This design comes from an exercise in tuning for small area, a short achievable clock period and few clock cycles on the open sky130 flow, not from production work. The RTL was checked by simulation tests, not by an equivalence proof against the original design. Power figures rest on the tool's default switching activity, not on a simulated workload.

==> flow/run.sh <==
#!/bin/bash
set -euo pipefail
MARGIN=6
rm -rf scripts_abc
cp -r "$FLOW_HOME/scripts" scripts_abc
cp flow/abc_area.script scripts_abc/abc_area.script
bash standard.sh "SCRIPTS_DIR=$PWD/scripts_abc" \
    "BUFFER_PORTS_ARGS=-buffer_cell sky130_fd_sc_hd__buf_2" \
    SETUP_SLACK_MARGIN=$MARGIN finish > flow.log 2>&1
==> flow/abc_area.script <==
strash
dc2
&get -n
&dch -f
&nf
&put
buffer -c
topo
stime -c
upsize -c
dnsize -c
==> standard.sh <==
#!/bin/bash
# synth_recipe.tcl (not shown) runs the flow's synth.tcl, then flattens the netlist and writes it again
# the make line also repeats each setting of config.mk as NAME=value (left out here)
make -C /OpenROAD-flow-scripts/flow DESIGN_CONFIG=/design/flow/config.mk WORK_HOME=/design/flow/orfs CLKGATE_MAP_FILE= SYNTH_SCRIPT=/design/flow/synth_recipe.tcl "${@:-finish}"
==> config.mk <==
export PLATFORM = sky130hd
export DESIGN_NAME = tetris_top
export DESIGN_NICKNAME = tetris_top
export VERILOG_FILES = /design/flow/design.v
export SDC_FILE = /design/flow/constraint.sdc
export NUM_CORES = 4
export LEC_CHECK = 0
export ABC_AREA = 1
export CAP_MARGIN = 20
export CORE_MARGIN = 2
export CORE_UTILIZATION = 30
export SETUP_SLACK_MARGIN = 5
export SLEW_MARGIN = 20
==> constraint.sdc <==
create_clock -name core_clock -period 12.0 [get_ports {clk}]
set_input_delay 2.4000 -clock core_clock [delete_from_list [all_inputs] [get_ports {clk}]]
set_output_delay 2.4000 -clock core_clock [all_outputs]
set_load 0.01 [all_outputs]
==> design.v <==
`default_nettype none
package tetris_pkg;
    localparam int BOARD_W     = 6;
    localparam int BOARD_H     = 12;
    localparam int BOARD_H_EXT = 16;
    typedef logic [2:0] shape_t;
    typedef logic [2:0] col_t;
    typedef logic [3:0] row_t;
    typedef logic [3:0] score_t;
    typedef logic [4:0] count_t;
    typedef logic [BOARD_W*BOARD_H-1:0]     board_t;
    typedef logic [BOARD_W*BOARD_H_EXT-1:0] ext_board_t;
    typedef row_t [BOARD_W-1:0]             heights_t;
    localparam count_t PIECES_PER_GAME = 5'd16;
    localparam shape_t SHAPE_SQUARE = 3'd0;
    localparam shape_t SHAPE_BAR_V  = 3'd1;
    localparam shape_t SHAPE_BAR_H  = 3'd2;
    localparam shape_t SHAPE_J_UP   = 3'd3;
    localparam shape_t SHAPE_L_FLAT = 3'd4;
    localparam shape_t SHAPE_L_UP   = 3'd5;
    localparam shape_t SHAPE_S_V    = 3'd6;
    localparam shape_t SHAPE_Z_FLAT = 3'd7;
    typedef enum logic [2:0] {
        st_idle   = 3'b000,
        st_place  = 3'b001,
        st_clear  = 3'b100,
        st_report = 3'b011,
        st_fail   = 3'b101,
        st_over   = 3'b111
    } game_state_t;
endpackage
`default_nettype wire
`timescale 1ns/1ns
`default_nettype none
module tetris_top (
    input  logic   clk,
    input  logic   rst_n,
    input  logic   in_valid,
    input  tetris_pkg::shape_t tetrominoes,
    input  tetris_pkg::col_t   position,
    output logic   score_valid,
    output tetris_pkg::score_t score,
    output logic   fail,
    output logic   tetris_valid,
    output tetris_pkg::board_t tetris
);
    localparam int W  = 6;
    localparam int H  = 12;
    logic [W*H-1:0] board_q;     
    logic           busy_q;      
    logic           clr_q;       
    logic [3:0]     count_q;     
    logic [3:0]     score_q;
    logic [3:0]     bt_q;        
    logic [2:0]     shape_q;
    logic [2:0]     col_q;
    logic [3:0]     pany_q;      
    logic [W*H-1:0] sky;
    always_comb begin
        for (int c = 0; c < W; c++) begin
            sky[c*H + H-1] = board_q[(H-1)*W + c];
            for (int y = H-2; y >= 0; y--)
                sky[c*H + y] = sky[c*H + y+1] | board_q[y*W + c];
        end
    end
    logic [7:0] pd;      
    logic [7:0] sd;      
    always_comb begin
        for (int i = 0; i < 8; i++) begin
            pd[i] = (position == 3'(i)) & ~clr_q;
            sd[i] = (tetrominoes == 3'(i));
        end
    end
    logic [W-1:0] lc0, lc1, lc2;
    always_comb begin
        for (int c = 0; c < W; c++) begin
            lc2[c] = pd[c] & sd[3];
            lc1[c] = pd[c] & sd[6];
            lc0[c] = pd[c] & ~sd[3] & ~sd[6];
            if (c >= 1) begin
                lc1[c] = lc1[c] | pd[c-1] & sd[4];
                lc0[c] = lc0[c] | pd[c-1] & ~sd[4] & ~sd[1];
            end
            if (c >= 2) begin
                lc1[c] = lc1[c] | pd[c-2] & (sd[4] | sd[7]);
                lc0[c] = lc0[c] | pd[c-2] & sd[2];
            end
            if (c >= 3)
                lc0[c] = lc0[c] | pd[c-3] & sd[2];
        end
    end
    logic [12:0] tb;
    always_comb begin
        for (int x = 0; x < 13; x++) begin
            tb[x] = 1'b0;
            for (int c = 0; c < W; c++) begin
                if (x < H)     tb[x] = tb[x] | lc0[c] & sky[c*H + ((x < H) ? x : 0)];
                if (x + 1 < H) tb[x] = tb[x] | lc1[c] & sky[c*H + ((x + 1 < H) ? x + 1 : 0)];
                if (x + 2 < H) tb[x] = tb[x] | lc2[c] & sky[c*H + ((x + 2 < H) ? x + 2 : 0)];
            end
        end
    end
    function automatic logic [4*W-1:0] shape_rows(input logic [2:0] s, input logic [2:0] c);
        logic [4*W-1:0] p;
        case (s)
            3'd0: p = {6'b000000, 6'b000000, 6'b000011, 6'b000011};
            3'd1: p = {6'b000001, 6'b000001, 6'b000001, 6'b000001};
            3'd2: p = {6'b000000, 6'b000000, 6'b000000, 6'b001111};
            3'd3: p = {6'b000000, 6'b000011, 6'b000010, 6'b000010};
            3'd4: p = {6'b000000, 6'b000000, 6'b000111, 6'b000001};
            3'd5: p = {6'b000000, 6'b000001, 6'b000001, 6'b000011};
            3'd6: p = {6'b000000, 6'b000001, 6'b000011, 6'b000010};
            default: p = {6'b000000, 6'b000000, 6'b000110, 6'b000011};
        endcase
        for (int i = 0; i < 4; i++)
            shape_rows[6*i +: 6] = p[6*i +: 6] << c;
    endfunction
    logic           accept;
    logic [4*W-1:0] pin;         
    logic [12:0]    bd;          
    logic [W*H-1:0] mask;        
    always_comb begin
        accept = in_valid & ~busy_q;
        pin = shape_rows(tetrominoes, position) & {4*W{accept}};
        bd[0] = ~tb[0];
        for (int x = 1; x < 13; x++)
            bd[x] = tb[x-1] & ~tb[x];
        for (int r = 0; r < H; r++) begin
            mask[r*W +: W] = '0;
            for (int i = 0; i < 4; i++)
                if (r - i >= 0)
                    mask[r*W +: W] = mask[r*W +: W] | (bd[r-i] ? pin[6*i +: 6] : 6'd0);
        end
    end
    logic [4*W-1:0] pq;
    logic [3:0]     pany;
    logic [3:0]     bx;          
    logic [W-1:0]   row12;
    logic           ext13;
    always_comb begin
        pq = shape_rows(shape_q, col_q);
        pany = pany_q;
        bx[0] = bt_q[0] & ~bt_q[1];
        bx[1] = bt_q[1] & ~bt_q[2];
        bx[2] = bt_q[2] & ~bt_q[3];
        bx[3] = bt_q[3];
        row12 = '0;
        for (int i = 0; i < 4; i++)
            row12 = row12 | (bx[3-i] ? pq[6*i +: 6] : 6'd0);
        ext13 = bx[3] & (pany[1] | pany[2] | pany[3]) |
                bx[2] & (pany[2] | pany[3]) |
                bx[1] & pany[3];
    end
    logic [W*(H+1)-1:0] mrg;     
    always_comb begin
        mrg[W*H-1:0] = board_q & {W*H{~clr_q}};
        mrg[W*H +: W] = busy_q ? row12 : 6'd0;
    end
    logic [H-1:0] full;
    logic [H-1:0] up;
    logic         any_full, multi;
    always_comb begin
        for (int r = 0; r < H; r++)
            full[r] = &board_q[r*W +: W];
        up[0] = full[0];
        for (int r = 1; r < H; r++)
            up[r] = up[r-1] | full[r];
        any_full = |full;
        multi = 1'b0;
        for (int r = 1; r < H; r++)
            for (int d = 1; d <= 3; d++)
                if (r - d >= 0)
                    multi = multi | (full[r] & full[(r - d >= 0) ? r-d : 0]);
    end
    logic ext0, over, rep, last, gend;
    always_comb begin
        ext0 = ext13 | (|row12);
        rep  = busy_q & ~multi;
        over = rep & (any_full ? ext13 : ext0);
        last = rep & (count_q == 4'd15);
        gend = over | last;
    end
    logic [W*H-1:0] nb;
    always_comb begin
        for (int j = 0; j < H; j++)
            nb[j*W +: W] = up[j] ? mrg[(j+1)*W +: W] : mrg[j*W +: W];
    end
    always_ff @(posedge clk or negedge rst_n) begin
        if (!rst_n) begin
            busy_q  <= 1'b0;
            clr_q   <= 1'b1;
            count_q <= '0;
            score_q <= '0;
        end else begin
            busy_q  <= busy_q ? multi : in_valid;
            clr_q   <= gend;
            if (rep) begin
                count_q <= gend ? 4'd0 : count_q + 4'd1;
                score_q <= gend ? 4'd0 : score_q + 4'(any_full);
            end else if (busy_q) begin
                score_q <= score_q + 4'd1;
            end
        end
    end
    always_ff @(posedge clk)
        board_q <= nb | mask;
    always_ff @(posedge clk) begin
        if (busy_q) begin
            bt_q    <= {1'b0, bt_q[3:1]};
        end else begin
            bt_q    <= tb[11:8];
            shape_q <= tetrominoes;
            pany_q  <= {sd[1], sd[1] | sd[3] | sd[5] | sd[6], ~sd[2], 1'b1};
            col_q   <= position;
        end
    end
    assign score_valid  = rep;
    assign score        = rep ? score_q + 4'(any_full) : 4'd0;
    assign fail         = over;
    assign tetris_valid = gend;
    assign tetris       = gend ? nb : '0;
endmodule
`default_nettype wire
==> impl_metrics.tcl, run 1 <==
set metrics [dict create \
    status "finished clean" \
    rsz0062_at_grt "true" \
    finish.utilization 0.3523 \
    synth_nets 1237 \
    synth_seq_cells 95 \
    dpl.hpwl_um 29770 \
    fin_nets 1279 \
    hp-class "reg2reg" \
    fin_skew_ns 0.01797 \
    wl_per_cell_um 25.39 \
    layout_common_cells "187 x nor2_1, 100 x nand2_1, 87 x buf_2" \
    drt_iter0_markers 1716 \
    grt_pass1_wl_um 63460 \
    fillers 3128 \
    cap_violations 0 \
    antenna_found_initial 0 \
    syn_avg_cell_area_um2 7.059 \
    row_count 62 \
    dp_cells 1614 \
    fin_tns_setup_ns 0 \
    yosys_warnings 1 \
    dp_worst_setup_slack_ns 4.959 \
    ys_types 87 \
    core_area_mm2 0.02855 \
    ys.flop_type "dfxtp_1" \
    grt_max_degree 56 \
    die_x_um 173.7 \
    synth_top_cell_area_share 0.1761 \
    tightestPinTransition_ns 1.134 \
    drv_slew 0 \
    ant_nets 0 \
    final_common_cell "nor2_1" \
    synth_compound_area_frac 0.3270 \
    die-area_mm2 0.03018 \
    clockBufferDepth 2 \
    clock-root-buffer "clkbuf_16" \
    min_period_ns 5.901 \
    multi_input_area_mm2 0.006264 \
    synth_fa_ha_area_frac 0.005792 \
    area_growth_pct 16.41 \
    drive_gt1_frac 0.1637 \
    finalCritPeriodShare 0.4918 \
    overflow 0 \
    setup-violations-final 0 \
    layout_setup_ws_ns 6.099 \
    start_util 0.3027 \
    synthTopCellsByArea "dfxtp_1 18%, nor2_1 8.3%, nand2_1 4.3%, a222oi_1 4.2%, a22oi_1 4.2%" \
    routed_wl_um 42050 \
    cp-end-kind "output pin" \
    grt_pass1_vias 10330 \
    synth-simple-area-share 0.3427 \
    p_per_area_mw_per_mm2 276.6 \
    synth_xor_xnor_area_share 0.007095 \
    final_hold_viol_count 0 \
    globalplace.congestion 0.9964 \
    die_height_um 173.7 \
    final_cells 1656 \
    drcViolationCount 0 \
    synthMuxAreaShare 0.02230 \
    netlist_area_mm2 0.008641 \
    ctsHtreeMaxLevel 3 \
    cts_buffers 9 \
    regArea_mm2 0.002043 \
    viasPerCell 6.682 \
    syn-instance-count 1224 \
    synth_area_leader_cell "dfxtp_1" \
    required_ns 9.60 \
    ir_worst_vdd_uv 114.2 \
    cp.arrival_ns 3.50 \
    cp-start-kind "flop" \
    clkLatencyLatePin_ns 0.37 \
    io_buffers 87 \
    p_leak_nw 3.963 \
    slew_headroom 0.2409 \
    synth_top_family_by_area "simple AND/OR/NAND/NOR gates" \
    clkSlewWorstSetupHoldPaths_ns 0.08 \
    crit_type "reg2out" \
    firstDrtPassIters 10 \
    cts_tree "built" \
    ys_seq_area_frac 0.2365 \
    ctsHoldBuffers 0 \
    cts_sinks 95 \
    ioPinCount 88 \
    async_reset_ff_frac 0.1053 \
    grt_use_total 0.2683 \
    crit_fanout 34 \
    vias 11070 \
    synth-edff-count 9 \
    max_freq_mhz 169.5 \
]
## per-stage QoR
stage               total power [mW]  hold slack (ns)  cell area [um2]
global route                   2.904           0.5315            10060
detailed placement             2.211           0.4958             9316
finish                         2.782           0.5063            10060
floorplan                      1.713           0.4556             8641
CTS                            2.654           0.5104             9882
global placement               2.237           0.4890             9304
## timing repair
action                     in CTS  in global routing
resized for setup              26                 12
pin swaps                       4                 12
setup endpoints to repair     107                102
setup buffers                  11                 12
gates cloned                    2                  0
## cell type report
cell class | instances | area share
Clock inverter | 6 | 0.009205
Tap cell | 384 | 0.04777
Timing Repair Buffer | 134 | 0.08708
Clock buffer | 10 | 0.02276
Multi-Input combinational cell | 1008 | 0.6227
Sequential cell | 95 | 0.2031
Inverter | 18 | 0.007090
Antenna cell | 1 | 0.0002488
## path summary, 6_finish.rpt
| check | startpoint | to | slack, ns | cells after the start |
|---|---|---|---|---|
| worst max-delay path | board_q[4] | tetris[67] | 6.10 | 12 |
| worst min-delay path | bt_q[1] | bt_q[0] | 0.51 | 2 |
| worst max register to register | clr_q | board_q[42] | 7.55 | 11 |
| worst min register to register | bt_q[1] | bt_q[0] | 0.51 | 2 |
| max in group asynchronous | rst_n | clr_q | 9.86 | 1 |
| min in group asynchronous | rst_n | score_q[3] | 1.88 | 1 |
## registers in the layout (all words and copies together), names as in the netlist
signal / cells
shape_q: 3
bt_q: 4
score_q: 4
busy_q: 1
count_q: 4
pany_q: 3
board_q: 72
clr_q: 1
col_q: 3
## critical path: stages, from the launching register on
cell and delay (ns):
dfxtp_1 0.33, and3_1 0.20, and4_4 0.25, or4_4 0.55
nor4b_4 0.41, nand3_4 0.17, nor2_4 0.17, a21o_1 0.21
a21oi_4 0.08, buf_12 0.14, bufbuf_16 0.31, nor2_1 0.14
buf_2 0.15
## metal layers
layer | global-route usage | wire [um] | vias up
met4 | 0.1341 | 2480 | 0
met3 | 0.05833 | 4627 | 183
li1 | - | - | 4777
met5 | 0 | 0 | -
met1 | 0.3589 | 16990 | 5271
met2 | 0.4075 | 17960 | 834
## report_power, final
part / switching [mW] / total [mW] / internal [mW]
clock network: 0.149 / 0.334 / 0.185
registers: 0.210 / 0.669 / 0.459
logic: 1.20 / 1.78 / 0.577
total: 1.56 / 2.78 / 1.22
## kinds of logic after synthesis
| kind of cell | after synthesis |
|---|---|
| XOR/XNOR | 7 |
| AO/OA/AOI/OAI | 392 |
| buffers and inverters | 121 |
| flip-flops | 95 |
| multiplexers | 19 |
| adder cells (fa/ha/maj) | 4 |
| AND/OR/NAND/NOR | 586 |
## cell usage after synthesis, drive strengths merged, types with 11 or more instances
| cell type | number |
|---|---|
| a21oi | 62 |
| a222oi | 36 |
| a22oi | 48 |
| a31oi | 19 |
| and2 | 20 |
| and3 | 17 |
| buf | 26 |
| clkbuf | 77 |
| dfxtp | 76 |
| inv | 16 |
| mux2i | 17 |
| nand2 | 100 |
| nand2b | 12 |
| nand3 | 68 |
| nand4 | 14 |
| nor2 | 192 |
| nor2b | 51 |
| nor3 | 35 |
| nor3b | 11 |
| o211ai | 19 |
| o21ai | 64 |
| o221ai | 16 |
| o22ai | 31 |
| or4 | 25 |
Testbench counts, summed over its fixed seeds: cycles 6,465.
==> run 2: changes to the inputs <==
--- a/config.mk
+++ b/config.mk
@@ -10,4 +10,5 @@
 export CORE_MARGIN = 2
 export CORE_UTILIZATION = 30
+export CTS_BUF_LIST = sky130_fd_sc_hd__clkbuf_4 sky130_fd_sc_hd__clkbuf_8
 export SETUP_SLACK_MARGIN = 5
 export SLEW_MARGIN = 20
==> impl_metrics.tcl, run 2 <==
set metrics [dict create \
    status "finished clean" \
    syn_avg_cell_area_um2 7.059 \
    die_height_um 173.7 \
    clock-root-buffer "clkbuf_8" \
    synth_top_family_by_area "simple AND/OR/NAND/NOR gates" \
    final_cell_area_mm2 0.01002 \
    grt_pass1_vias 10310 \
    dp_cells 1614 \
    cts_buffers 9 \
    cp.arrival_ns 3.52 \
    synth_xor_xnor_area_share 0.007095 \
    ys.flop_type "dfxtp_1" \
    grt_max_degree 56 \
    antenna_found_initial 0 \
    synth_compound_area_frac 0.3270 \
    io_buffers 87 \
    area_growth_pct 15.97 \
    wl_per_cell_um 25.21 \
    cts_sinks 95 \
    crit_fanout 34 \
    overflow 0 \
    p_leak_nw 3.948 \
    globalplace.congestion 0.9964 \
    synth_nets 1237 \
    cap_violations 0 \
    cp-end-kind "output pin" \
    drive_gt1_frac 0.1701 \
    synth_top_cell_area_share 0.1761 \
    placed_cell_area_mm2 0.009316 \
    layout_common_cells "187 x nor2_1, 100 x nand2_1, 87 x buf_2" \
    drcViolationCount 0 \
    yosysMostFrequentCell "nor2_1" \
    crit_type "reg2out" \
    ys_types 87 \
    fin_nets 1284 \
    clkSlewWorstSetupHoldPaths_ns 0.12 \
    synth_fa_ha_area_frac 0.005792 \
    die_x_um 173.7 \
    vias 11000 \
    cts_tree "built" \
    routed_wl_um 41850 \
    ys_seq_area_frac 0.2365 \
    synth-simple-area-share 0.3427 \
    async_reset_ff_frac 0.1053 \
    row_count 62 \
    finalCritPeriodShare 0.4935 \
    grt_pass1_wl_um 63200 \
    rsz0062_at_grt "true" \
    die-area_mm2 0.03018 \
    synth-edff-count 9 \
    start_util 0.3027 \
    slew_headroom 0.2721 \
    max_freq_mhz 168.9 \
    core_area_mm2 0.02855 \
    tightestPinTransition_ns 1.088 \
    grt_use_total 0.2678 \
    layout_setup_ws_ns 6.078 \
    drv_slew 0 \
    ir_worst_vdd_uv 104.0 \
    setup-violations-final 0 \
    ctsHoldBuffers 0 \
    final_hold_viol_count 0 \
    ant_nets 0 \
    final_cells 1660 \
    p_per_area_mw_per_mm2 271.0 \
    fin_tns_setup_ns 0 \
    yosys-top-cells-count "192 x nor2_1, 100 x nand2_1, 77 x clkbuf_1, 76 x dfxtp_1, 67 x nand3_1" \
    clkLatencyLatePin_ns 0.41 \
    dp_worst_setup_slack_ns 4.959 \
    syn-instance-count 1224 \
    min_period_ns 5.922 \
    firstDrtPassIters 9 \
    diodes 0 \
    ctsHtreeMaxLevel 3 \
    synth_seq_cells 95 \
    synth_area_leader_cell "dfxtp_1" \
    yosys_warnings 1 \
    final_common_cell "nor2_1" \
    synthTopCellsByArea "dfxtp_1 18%, nor2_1 8.3%, nand2_1 4.3%, a222oi_1 4.2%, a22oi_1 4.2%" \
    largest_register "board_q" \
    required_ns 9.60 \
    hp-class "reg2reg" \
    fin_skew_ns 0.02506 \
    cp-start-kind "flop" \
    clockBufferDepth 2 \
    synthMuxAreaShare 0.02230 \
    viasPerCell 6.623 \
    largest_register_ffs 72 \
    netlist_area_mm2 0.008641 \
    drt_iter0_markers 1670 \
    ioPinCount 88 \
    dpl.hpwl_um 29770 \
]
[run 2: cell counts after synthesis]
Identical to the previous run, type by type.
[run 2: metal layers]
layer / global-route usage / part of all wire / vias to the layer above
met5: 0 / 0 / -
met4: 0.1443 / 0.055 / 0
met3: 0.05636 / 0.11 / 181
met2: 0.4048 / 0.43 / 806
met1: 0.3569 / 0.40 / 5229
li1: - / - / 4779
[run 2: path summary, 6_finish.rpt]
kind,startpoint,endpoint,slack (ns),cells past startpoint
min in group asynchronous,rst_n,score_q[3],1.83,1
max in group asynchronous,rst_n,clr_q,9.91,1
worst max-delay path,board_q[4],tetris[67],6.08,12
worst min-delay path,bt_q[2],bt_q[1],0.50,2
worst min register to register,bt_q[2],bt_q[1],0.50,2
worst max register to register,clr_q,board_q[45],7.54,11
[run 2: report_power, final]
| group | switching [mW] | total (mW) | internal, mW | leakage, nW |
|---|---|---|---|---|
| combinational | 1.20 | 1.79 | 0.584 | 3.00 |
| sequential | 0.208 | 0.667 | 0.458 | 0.839 |
| clock | 0.139 | 0.260 | 0.121 | 0.112 |
| total | 1.55 | 2.72 | 1.16 | 3.95 |
[run 2: cells by family after synthesis]
| logic type | count (synthesis) |
|---|---|
| compound gates | 392 |
| mux | 19 |
| fa+ha+maj | 4 |
| buf+inv | 121 |
| flops | 95 |
| xor+xnor | 7 |
| simple gates | 586 |
[run 2: repair_timing]
item                                   CTS  global route
pin swaps                                4            15
endpoints found under the hold margin    0             0
setup endpoints to repair              104            97
resized for setup                       27            18
gates cloned                             2             0
buffers inserted                        12            16
[run 2: final cells by class]
| cell class | instances | area [um2] |
|---|---|---|
| multi-input cells | 1008 | 6285 |
| flip-flops and latches | 95 | 2043 |
| clock buffers | 10 | 131.4 |
| well taps | 384 | 480.5 |
| fillers | 3134 | 18530 |
| clock inverters | 6 | 92.59 |
| inverters | 18 | 71.32 |
| repair buffers | 139 | 917.1 |
[run 2: stage by stage]
step                      hold slack [ns]  utilization  power [mW]
after CTS                          0.5153       0.3435       2.594
after detailed placement           0.4958       0.3264       2.211
final                              0.5027       0.3510       2.715
after floorplan                    0.4556            -       1.713
after global placement             0.4890       0.3259       2.237
after global routing               0.5371       0.3510       2.842
[run 2: worst max-delay path, stage by stage (launching register included)]
cell       delay [ns]
dfxtp_1          0.33
and3_1           0.20
and4_4           0.25
or4_4            0.55
nor4b_4          0.42
nand3_4          0.16
nor2_4           0.15
a21o_1           0.21
a21oi_4          0.08
buf_12           0.14
bufbuf_16        0.31
nor2_1           0.14
buf_2            0.16
==> run 3: changes to the inputs <==
--- a/config.mk
+++ b/config.mk
@@ -7,8 +7,7 @@
 export LEC_CHECK = 0
 export ABC_AREA = 1
-export CAP_MARGIN = 20
+export CAP_MARGIN = 10
 export CORE_MARGIN = 2
 export CORE_UTILIZATION = 30
-export CTS_BUF_LIST = sky130_fd_sc_hd__clkbuf_4 sky130_fd_sc_hd__clkbuf_8
 export SETUP_SLACK_MARGIN = 5
-export SLEW_MARGIN = 20
+export SLEW_MARGIN = 10
==> impl_metrics.tcl, run 3 <==
set metrics [dict create \
    final_common_cell "nor2_1" \
    crit_type "reg2out" \
    ctsHtreeMaxLevel 3 \
    syn_avg_cell_area_um2 7.059 \
    synthTopCellsByArea "dfxtp_1 18%, nor2_1 8.3%, nand2_1 4.3%, a222oi_1 4.2%, a22oi_1 4.2%" \
    synth_seq_cells 95 \
    path_cells "and3_1 > and4_4 > or4_4 > nor4b_4 > nand3_2 > nor2_4 > inv_1 > ha_1 > ha_1 > xor2_1 > and3_1 > buf_2" \
    yosys_warnings 1 \
    ant_nets 0 \
    start_util 0.3027 \
    grt_use_total 0.2613 \
    required_ns 9.60 \
    clock-root-buffer "clkbuf_16" \
    crit_family "simple AND/OR/NAND/NOR gates" \
    min_period_ns 5.902 \
    vias 10960 \
    diodes 0 \
    ir_worst_vdd_uv 125.9 \
    ys.flop_type "dfxtp_1" \
    synth_top_cell_area_share 0.1761 \
    layout_common_cells "186 x nor2_1, 100 x nand2_1, 87 x buf_2" \
    netlist_area_mm2 0.008641 \
    die-area_mm2 0.03018 \
    hp-class "reg2reg" \
    row_count 62 \
    synth_fa_ha_area_frac 0.005792 \
    setup-violations-final 0 \
    rsz0062_at_grt "false" \
    max_freq_mhz 169.4 \
    dp_cells 1613 \
    holdPathStages 2 \
    yosys-top-cells-count "192 x nor2_1, 100 x nand2_1, 77 x clkbuf_1, 76 x dfxtp_1, 67 x nand3_1" \
    fin_nets 1288 \
    cp-start-kind "flop" \
    firstDrtPassIters 9 \
    async_reset_ff_frac 0.1053 \
    drv_slew 0 \
    tightestPinTransition_ns 1.138 \
    die_height_um 173.7 \
    cts_tree "built" \
    reg2reg_depth 11 \
    clkLatencyLatePin_ns 0.37 \
    crit_fanout 10 \
    p_leak_nw 3.985 \
    synth-simple-area-share 0.3427 \
    rrSetupSlack_ns 7.52 \
    synth_xor_xnor_area_share 0.007095 \
    viasPerCell 6.585 \
    cp.arrival_ns 3.50 \
    drive_gt1_frac 0.1703 \
    core_area_mm2 0.02855 \
    grt_max_degree 56 \
    synth-edff-count 9 \
    slew_headroom 0.2387 \
    grt_pass1_vias 10110 \
    synthMuxAreaShare 0.02230 \
    final_hold_viol_count 0 \
    p_per_area_mw_per_mm2 271.7 \
    path_depth 12 \
    fin_skew_ns 0.01789 \
    cts_buffers 9 \
    fin_tns_setup_ns 0 \
    io_buffers 87 \
    drt_iter0_markers 1616 \
    cap_violations 0 \
    clkSlewWorstSetupHoldPaths_ns 0.08 \
    placed_cell_area_mm2 0.009304 \
    synth_compound_area_frac 0.3270 \
    globalplace.congestion 0.9964 \
    cp.buffers_inverters 2 \
    syn-instance-count 1224 \
    ioPinCount 88 \
    area_growth_pct 16.78 \
    ys_types 87 \
    clockBufferDepth 2 \
    final_cells 1664 \
    cp-end-kind "output pin" \
    yosysMostFrequentCell "nor2_1" \
    grt_pass1_wl_um 62110 \
    overflow 0 \
    fillers 3127 \
    status "finished clean" \
    drcViolationCount 0 \
    slowest_stage "or4_4" \
    multi_input_area_mm2 0.006260 \
    max_stage_delay_ns 0.62 \
    finalCritPeriodShare 0.4918 \
    cts_sinks 95 \
    largest_register "board_q" \
    final_cell_area_mm2 0.01009 \
    dpl.hpwl_um 29710 \
    synth_nets 1237 \
    routed_wl_um 41490 \
    synth_top_family_by_area "simple AND/OR/NAND/NOR gates" \
    wl_per_cell_um 24.94 \
    antenna_found_initial 0 \
    ys_seq_area_frac 0.2365 \
    synth_area_leader_cell "dfxtp_1" \
    largest_register_ffs 72 \
    regArea_mm2 0.002043 \
    die_x_um 173.7 \
]
==> run 3: cell counts after synthesis <==
Identical to the previous run, type by type.
==> run 3: where the power goes <==
group	internal, mW	total (mW)	switching [mW]
combinational	0.560	1.74	1.18
clock	0.185	0.330	0.145
sequential	0.459	0.668	0.209
==> run 3: metal layers <==
layer | vias to the layer above | routed length [um] | track usage
met4 | 0 | 2332 | 0.1327
li1 | 4776 | - | -
met3 | 176 | 4620 | 0.05154
met5 | - | 0 | 0
met1 | 5170 | 16760 | 0.3522
met2 | 836 | 17780 | 0.3963
==> run 3: repair_timing <==
item | 4_1_cts | 5_1_grt
setup endpoints to repair | 107 | 102
gates resized for setup | 23 | 16
pin swaps | 4 | 9
buffers inserted | 13 | 19
hold buffers | 0 | 0
gates cloned | 1 | 1
==> run 3: worst register-to-register path: cells and delay by family (launching register included) <==
| family | cells | cell delay, ns |
|---|---|---|
| AO/OA/AOI/OAI | 4 | 1.42 |
| buffers and inverters | 2 | 0.74 |
| flip-flops | 1 | 0.52 |
| AND/OR/NAND/NOR | 5 | 1.68 |
==> run 3: path summary, 6_finish.rpt <==
check	start	end
worst max register to register	clr_q	board_q[47]
worst min register to register	bt_q[1]	bt_q[0]
worst max-delay path	board_q[4]	score[2]
worst min-delay path	bt_q[1]	bt_q[0]
min in group asynchronous	rst_n	score_q[2]
max in group asynchronous	rst_n	clr_q
==> run 3: layout make-up <==
type / instances / area share
clock buffer: 10 / 0.02269
clock inverter: 6 / 0.009175
inverter: 18 / 0.007068
multi-input combinational: 1008 / 0.6203
sequential: 95 / 0.2025
tap: 384 / 0.04761
timing repair buffer: 143 / 0.09064
==> run 3: kinds of logic after synthesis <==
group,count (synthesis)
and+or+nand+nor,586
adders and majority gates,4
xor gates and xnor gates,7
DFF,95
AOI/OAI and AO/OA,392
buffers and inverters,121
muxes,19
==> run 3: through the flow <==
stage	worst slack (ns)	util	total power, mW	hold slack [ns]
2_1_floorplan	6.100	-	1.713	0.4556
3_3_place_gp	5.082	0.3259	2.237	0.4890
3_5_place_dp	4.976	0.3259	2.207	0.4930
4_1_cts	5.996	0.3449	2.609	0.5086
5_1_grt	5.998	0.3535	2.864	0.5316
6_report	6.098	0.3535	2.742	0.5066
==> run 4: changes to the inputs <==
==> flow/abc_area.script (replaced) <==
strash
dc2
balance
rewrite
refactor
balance
rewrite
rewrite -z
balance
refactor -z
rewrite -z
balance
dc2
&get -n
&dch -f
&nf
&put
buffer -c
topo
stime -c
upsize -c
dnsize -c
--- a/config.mk
+++ b/config.mk
@@ -7,7 +7,7 @@
 export LEC_CHECK = 0
 export ABC_AREA = 1
-export CAP_MARGIN = 10
+export CAP_MARGIN = 20
 export CORE_MARGIN = 2
 export CORE_UTILIZATION = 30
 export SETUP_SLACK_MARGIN = 5
-export SLEW_MARGIN = 10
+export SLEW_MARGIN = 20
==> impl_metrics.tcl, run 4 <==
set metrics [dict create \
    crit_fanout 14 \
    overflow 0 \
    finalCritPeriodShare 0.4924 \
    swShare 0.5506 \
    cts_sinks 95 \
    drcViolationCount 0 \
    globalplace.congestion 1.002 \
    ctsHoldBuffers 0 \
    reg2reg_depth 11 \
    min_period_ns 5.909 \
    dpl.hpwl_um 29390 \
    synth_top_cell_area_share 0.1780 \
    cap_violations 0 \
    wl_per_cell_um 25.72 \
    drv_slew 0 \
    timing.rr.start "clr_q" \
    rr_endpoint "board_q[71]" \
    slew_headroom 0.1712 \
    hp-class "reg2reg" \
    cp.arrival_ns 3.51 \
    holdPathStages 2 \
    setup-violations-final 0 \
    yosys-top-cells-count "174 x nor2_1, 119 x nand2_1, 98 x nand3_1, 76 x dfxtp_1, 72 x clkbuf_1" \
    netlist_area_mm2 0.008546 \
    final_common_cell "nor2_1" \
    ioPinCount 88 \
    yosys_warnings 1 \
    pwr-share-seq 0.268 \
    viasPerCell 6.615 \
    ctsHtreeMaxLevel 3 \
    diodes 0 \
    largest_register "board_q" \
    vias 10920 \
    whs_endpoint "count_q[1]" \
    rsz0062_at_grt "true" \
    dp_cells 1619 \
    ys_seq_area_frac 0.2391 \
    grt_max_degree 64 \
    die_height_um 172.8 \
    clockBufferDepth 2 \
    routed_wl_um 42430 \
    grt_pass1_wl_um 62690 \
    drive_gt1_frac 0.1619 \
    p_int_mw 1.012 \
    synth-edff-count 9 \
    die_x_um 172.8 \
    rrSetupSlack_ns 7.51 \
    clkSlewWorstSetupHoldPaths_ns 0.08 \
    cts_tree "built" \
    core_area_mm2 0.02793 \
    antenna_found_initial 0 \
    switchingPower_mw 1.240 \
    grt_pass1_vias 10120 \
    fin_tns_setup_ns 0 \
    io_buffers 87 \
    synth_area_leader_cell "dfxtp_1" \
    crit_type "reg2out" \
    p_leak_nw 3.855 \
    cts_buffers 9 \
    ant_nets 0 \
    ir_worst_vdd_uv 98.42 \
    clock-root-buffer "clkbuf_16" \
    syn-instance-count 1228 \
    final_hold_viol_count 0 \
    drt_iter0_markers 1899 \
    firstDrtPassIters 9 \
    ys.flop_type "dfxtp_1" \
    synth_nets 1241 \
    combPwrFrac 0.591 \
    tightestPinTransition_ns 1.239 \
    syn_avg_cell_area_um2 6.959 \
    die-area_mm2 0.02985 \
    async_reset_ff_frac 0.1053 \
    synthTopCellsByArea "dfxtp_1 18%, nor2_1 7.6%, nand3_1 5.7%, nand2_1 5.2%, a22oi_1 5.0%" \
    finish.utilization 0.3539 \
    clkLatencyLatePin_ns 0.38 \
    yosysMostFrequentCell "nor2_1" \
    power_frac_clock 0.141 \
    grt_use_total 0.2697 \
    p_per_area_mw_per_mm2 227.9 \
    hp-start "count_q[1]" \
    required_ns 9.60 \
    area_growth_pct 15.68 \
    fin_skew_ns 0.02209 \
    cp-start-kind "flop" \
    final_cells 1650 \
    row_count 61 \
    largest_register_ffs 72 \
    status "finished clean" \
    start_util 0.3059 \
    layout_common_cells "168 x nor2_1, 117 x nand2_1, 97 x nand3_1" \
    max_freq_mhz 169.2 \
    cp-end-kind "output pin" \
    fin_nets 1280 \
    ys_types 80 \
    synth_seq_cells 95 \
]
-- run 4: area by class of cell --
cell class	count	area (um2)
clock buffers	11	242.7
clock inverters	5	66.31
fillers	3124	18050
inverters	29	112.6
multi-input cells	1005	6155
flip-flops and latches	95	2043
well taps	378	473.0
repair buffers	127	793.3
-- run 4: stage by stage --
stage | hold WS (ns) | instance area, um2 | total power [mW] | setup slack, ns
after CTS | 0.5090 | 9806 | 2.174 | 6.041
after global routing | 0.5459 | 9886 | 2.353 | 5.976
final | 0.5042 | 9886 | 2.253 | 6.091
after detailed placement | 0.4944 | 9316 | 1.825 | 5.831
after global placement | 0.4856 | 9310 | 1.837 | 5.734
after floorplan | 0.4653 | 8546 | 1.437 | 6.594
-- run 4: worst max-delay path by stage --
| stage | end | depth (start not counted) | startpoint | slack, ns |
|---|---|---|---|---|
| global route | tetris[64] | 14 | board_q[23] | 5.98 |
| global placement | board_q[18] | 10 | tetrominoes[1] | 5.73 |
| CTS | tetris[64] | 14 | board_q[22] | 6.04 |
| finish | tetris[64] | 14 | board_q[23] | 6.09 |
| floorplan | tetris[10] | 12 | shape_q[2] | 6.59 |
| detailed placement | board_q[52] | 10 | tetrominoes[2] | 5.83 |
-- run 4: kinds of logic (layout without fill, tap and decap cells) --
family                     after synthesis  count (layout)  share of synthesized area
and+or+nand+nor                        615             616                     0.3630
adders and majority gates                4               4                   0.005857
buffers and inverters                  129             172                    0.06281
muxes                                   18              18                    0.02138
xor gates and xnor gates                 8               8                   0.008199
DFF                                     95              95                     0.2391
AOI/OAI and AO/OA                      359             359                     0.2997
-- run 4: metal layers --
layer,global-route usage,share of wire,vias up
li1,-,-,4725
met2,0.4019,0.43,845
met1,0.3584,0.40,5186
met4,0.1324,0.049,0
met3,0.07278,0.12,159
met5,0.008013,0,-
-- run 4: power groups by stage --
stage / logic [mW] / clock network [mW] / registers, mW
finish: 1.33 / 0.317 / 0.605
global route: 1.41 / 0.325 / 0.614
CTS: 1.26 / 0.316 / 0.594
detailed placement: 1.22 / 0 / 0.602
global placement: 1.24 / 0 / 0.602
floorplan: 0.914 / 0 / 0.523
-- run 4: timing repair --
action	in CTS	in global routing
buffers inserted	11	2
gates cloned	1	1
resized for setup	16	14
endpoints found under the setup margin	73	109
pin swaps	2	5
-- run 4: worst max-delay path: stages (launching register included) --
cell and delay, ns:
dfxtp_1 0.39, nand3_1 0.14, nor2_2 0.09, nor4_2 0.27, buf_4 0.24, nor4b_2 0.22
buf_4 0.25, nor3b_1 0.22, buf_4 0.22, o21ai_0 0.10, buf_4 0.19, nor2_4 0.24
mux2i_1 0.32, nor2_1 0.07, buf_2 0.14
==> run 5: changes to the inputs <==
--- a/flow/run.sh
+++ b/flow/run.sh
@@ -1,5 +1,5 @@
 #!/bin/bash
 set -euo pipefail
-MARGIN=6
+MARGIN=5
 rm -rf scripts_abc
 cp -r "$FLOW_HOME/scripts" scripts_abc
--- a/config.mk
+++ b/config.mk
@@ -9,5 +9,5 @@
 export CAP_MARGIN = 20
 export CORE_MARGIN = 2
-export CORE_UTILIZATION = 30
+export CORE_UTILIZATION = 45
 export SETUP_SLACK_MARGIN = 5
 export SLEW_MARGIN = 20
==> impl_metrics.tcl, run 5 <==
set metrics [dict create \
    largest_register_ffs 72 \
    layout_common_cells "173 x nor2_1, 119 x nand2_1, 98 x nand3_1" \
    cp-end-kind "output pin" \
    slew_headroom 0.1929 \
    area_growth_pct 11.27 \
    yosys-top-cells-count "174 x nor2_1, 119 x nand2_1, 98 x nand3_1, 76 x dfxtp_1, 72 x clkbuf_1" \
    diodes 0 \
    cp.arrival_ns 4.09 \
    die-area_mm2 0.02011 \
    ctsHtreeMaxLevel 3 \
    p_per_area_mw_per_mm2 232.2 \
    grt_pass1_wl_um 58760 \
    cp.buffers_inverters 5 \
    globalplace.congestion 1.030 \
    firstDrtPassIters 8 \
    fin_skew_ns 0.01179 \
    crit_top_cell "inv_1" \
    max_stage_delay_ns 0.54 \
    cts_buffers 9 \
    synthTopCellsByArea "dfxtp_1 18%, nor2_1 7.6%, nand3_1 5.7%, nand2_1 5.2%, a22oi_1 5.0%" \
    ys_seq_area_frac 0.2391 \
    fin_tns_setup_ns 0 \
    io_buffers 87 \
    ys.flop_type "dfxtp_1" \
    crit_family "simple AND/OR/NAND/NOR gates" \
    status "finished clean" \
    routed_wl_um 39580 \
    overflow 0 \
    holdWs_ns 0.5032 \
    ys_types 80 \
    drt_iter0_markers 1549 \
    setup-violations-final 0 \
    hp-class "reg2reg" \
    synth_area_leader_cell "dfxtp_1" \
    synth_nets 1241 \
    final_hold_viol_count 0 \
    min_period_ns 6.494 \
    dpl.hpwl_um 28110 \
    crit_fanout 66 \
    cts_sinks 95 \
    grt_max_degree 67 \
    yosys_warnings 1 \
    drv_slew 0 \
    clkSlewWorstSetupHoldPaths_ns 0.07 \
    grt_pass1_vias 9648 \
    largest_register "board_q" \
    grt_use_total 0.3853 \
    syn_avg_cell_area_um2 6.959 \
    async_reset_ff_frac 0.1053 \
    core_area_mm2 0.01864 \
    tightestPinTransition_ns 1.204 \
    finalCritPeriodShare 0.5411 \
    slowest_stage "nor4_1" \
    cts_tree "built" \
    wl_per_cell_um 26.45 \
    crit_type "reg2out" \
    clock-root-buffer "clkbuf_16" \
    row_count 50 \
    ioPinCount 88 \
    synth-edff-count 9 \
    drive_gt1_frac 0.1395 \
    path_cells "nand3_1 > nor2_1 > nor4_1 > o22ai_1 > nor3_1 > buf_4 > nand2_1 > inv_1 > nand4_1 > and2_2 > buf_6 > inv_1 > and2_1 > buf_2" \
    required_ns 9.60 \
    cap_violations 0 \
    drcViolationCount 0 \
    die_x_um 141.8 \
    max_freq_mhz 154.0 \
    fin_nets 1270 \
    clkLatencyLatePin_ns 0.37 \
    p_leak_nw 3.789 \
    synth_top_cell_area_share 0.1780 \
    rsz0062_at_grt "false" \
    final_common_cell "nor2_1" \
    die_height_um 141.8 \
    synth_seq_cells 95 \
    antenna_found_initial 0 \
    ant_nets 0 \
    syn-instance-count 1228 \
    ir_worst_vdd_uv 129.6 \
    vias 10570 \
    post_cts_buffers 0 \
    ctsHoldBuffers 0 \
    clockBufferDepth 2 \
    start_util 0.4584 \
    viasPerCell 7.064 \
    netlist_area_mm2 0.008546 \
    cp-start-kind "flop" \
    yosysMostFrequentCell "nor2_1" \
]
run 5: cell counts after synthesis:
Identical to the previous run, type by type.
run 5: timing repair:
| action | 4_1_cts | 5_1_grt |
|---|---|---|
| endpoints found under the setup margin | 0 | 5 |
| resized for setup | 0 | 1 |
| hold endpoints to repair | 0 | 0 |
run 5: worst register-to-register path, stage by stage (launching register included):
cell       delay [ns]
dfstp_2          0.52
buf_4            0.59
nor4b_1          0.28
a22oi_1          0.88
nor2_1           0.10
a2111oi_0        0.41
o2111ai_1        0.19
nor3_1           0.45
o21a_1           0.84
a222oi_1         0.27
nand3_1          0.14
run 5: through the flow:
step,power (mW),cell area [um2],setup slack [ns],util,instances
global route,2.313,9509,5.202,0.5101,1496
global placement,1.836,9154,5.693,0.4910,1479
finish,2.208,9509,5.506,0.5101,1496
detailed placement,1.812,9161,5.621,0.4914,1479
CTS,2.144,9494,5.158,0.5093,1495
floorplan,1.437,8546,6.594,-,1228
run 5: report_power, final:
| group | switching [mW] | total [mW] | internal, mW |
|---|---|---|---|
| clock network | 0.141 | 0.337 | 0.195 |
| registers | 0.168 | 0.604 | 0.437 |
| logic | 0.891 | 1.27 | 0.376 |
run 5: layout make-up:
class / instances / area [um2]
Tap cell: 234 / 292.8
Sequential cell: 95 / 2043
Clock inverter: 4 / 76.32
Fill cell: 1937 / 9134
Timing Repair Buffer: 118 / 669.4
Inverter: 29 / 108.9
Clock buffer: 12 / 256.5
Multi-Input combinational cell: 1004 / 6062
run 5: cells by family after synthesis:
logic type	share of synthesized area
mux	0.02138
simple gates	0.3630
compound gates	0.2997
fa+ha+maj	0.005857
buf+inv	0.06281
xor+xnor	0.008199
flops	0.2391
run 5: worst paths after layout:
check / from / end / slack (ns) / cells past startpoint
min: count_q[1] / count_q[1] / 0.50 / 2
min reg2reg: count_q[1] / count_q[1] / 0.50 / 2
max reg2reg: clr_q / board_q[43] / 7.26 / 10
min in group asynchronous: rst_n / score_q[2] / 1.94 / 1
max: board_q[46] / tetris[39] / 5.51 / 14
max in group asynchronous: rst_n / clr_q / 9.75 / 1
run 5: per-layer routing:
metal	part of all wire	global-route usage	vias up
li1	-	-	4686
met1	0.40	0.5190	4955
met2	0.41	0.5434	782
met3	0.13	0.1225	145
met4	0.060	0.2126	0
met5	0	0	-

afterwards: timing with drivers on the ports:
The flow's constraints put no driver on any port. The routed layouts listed below were extracted and timed again, unchanged, in two steps. Step 1, drivers: a clkbuf_16 drives clk and a buf_2 each remaining input, both assumed. Step 2 also shifts input and output timing later by t, the mid clock arrival at the registers, as if the neighbouring blocks saw the same clock. Three values: no drivers, after step 1, after step 2; two values: the first two.
run	shift t [ns]	setup slack, ns	hold WS [ns]	worst data-port slew with drivers (ns)
run 1	0.415	6.099 / 6.048 / 5.746	0.506 / 0.506 / 0.506	0.05
run 2	0.441	6.078 / 6.038 / 5.692	0.503 / 0.503 / 0.503	0.05
run 3	0.406	6.098 / 6.049 / 5.733	0.507 / 0.507 / 0.507	0.05
run 4	0.423	6.091 / 6.039 / 5.732	0.504 / 0.504 / 0.504	0.05
run 5	0.405	5.506 / 5.460 / 5.654	0.503 / 0.503 / 0.503	0.03
After both steps every run listed still meets setup and hold. For run 2, which loses most, drivers alone change the setup slack by -0.040 ns; drivers and shift together by -0.386 ns.
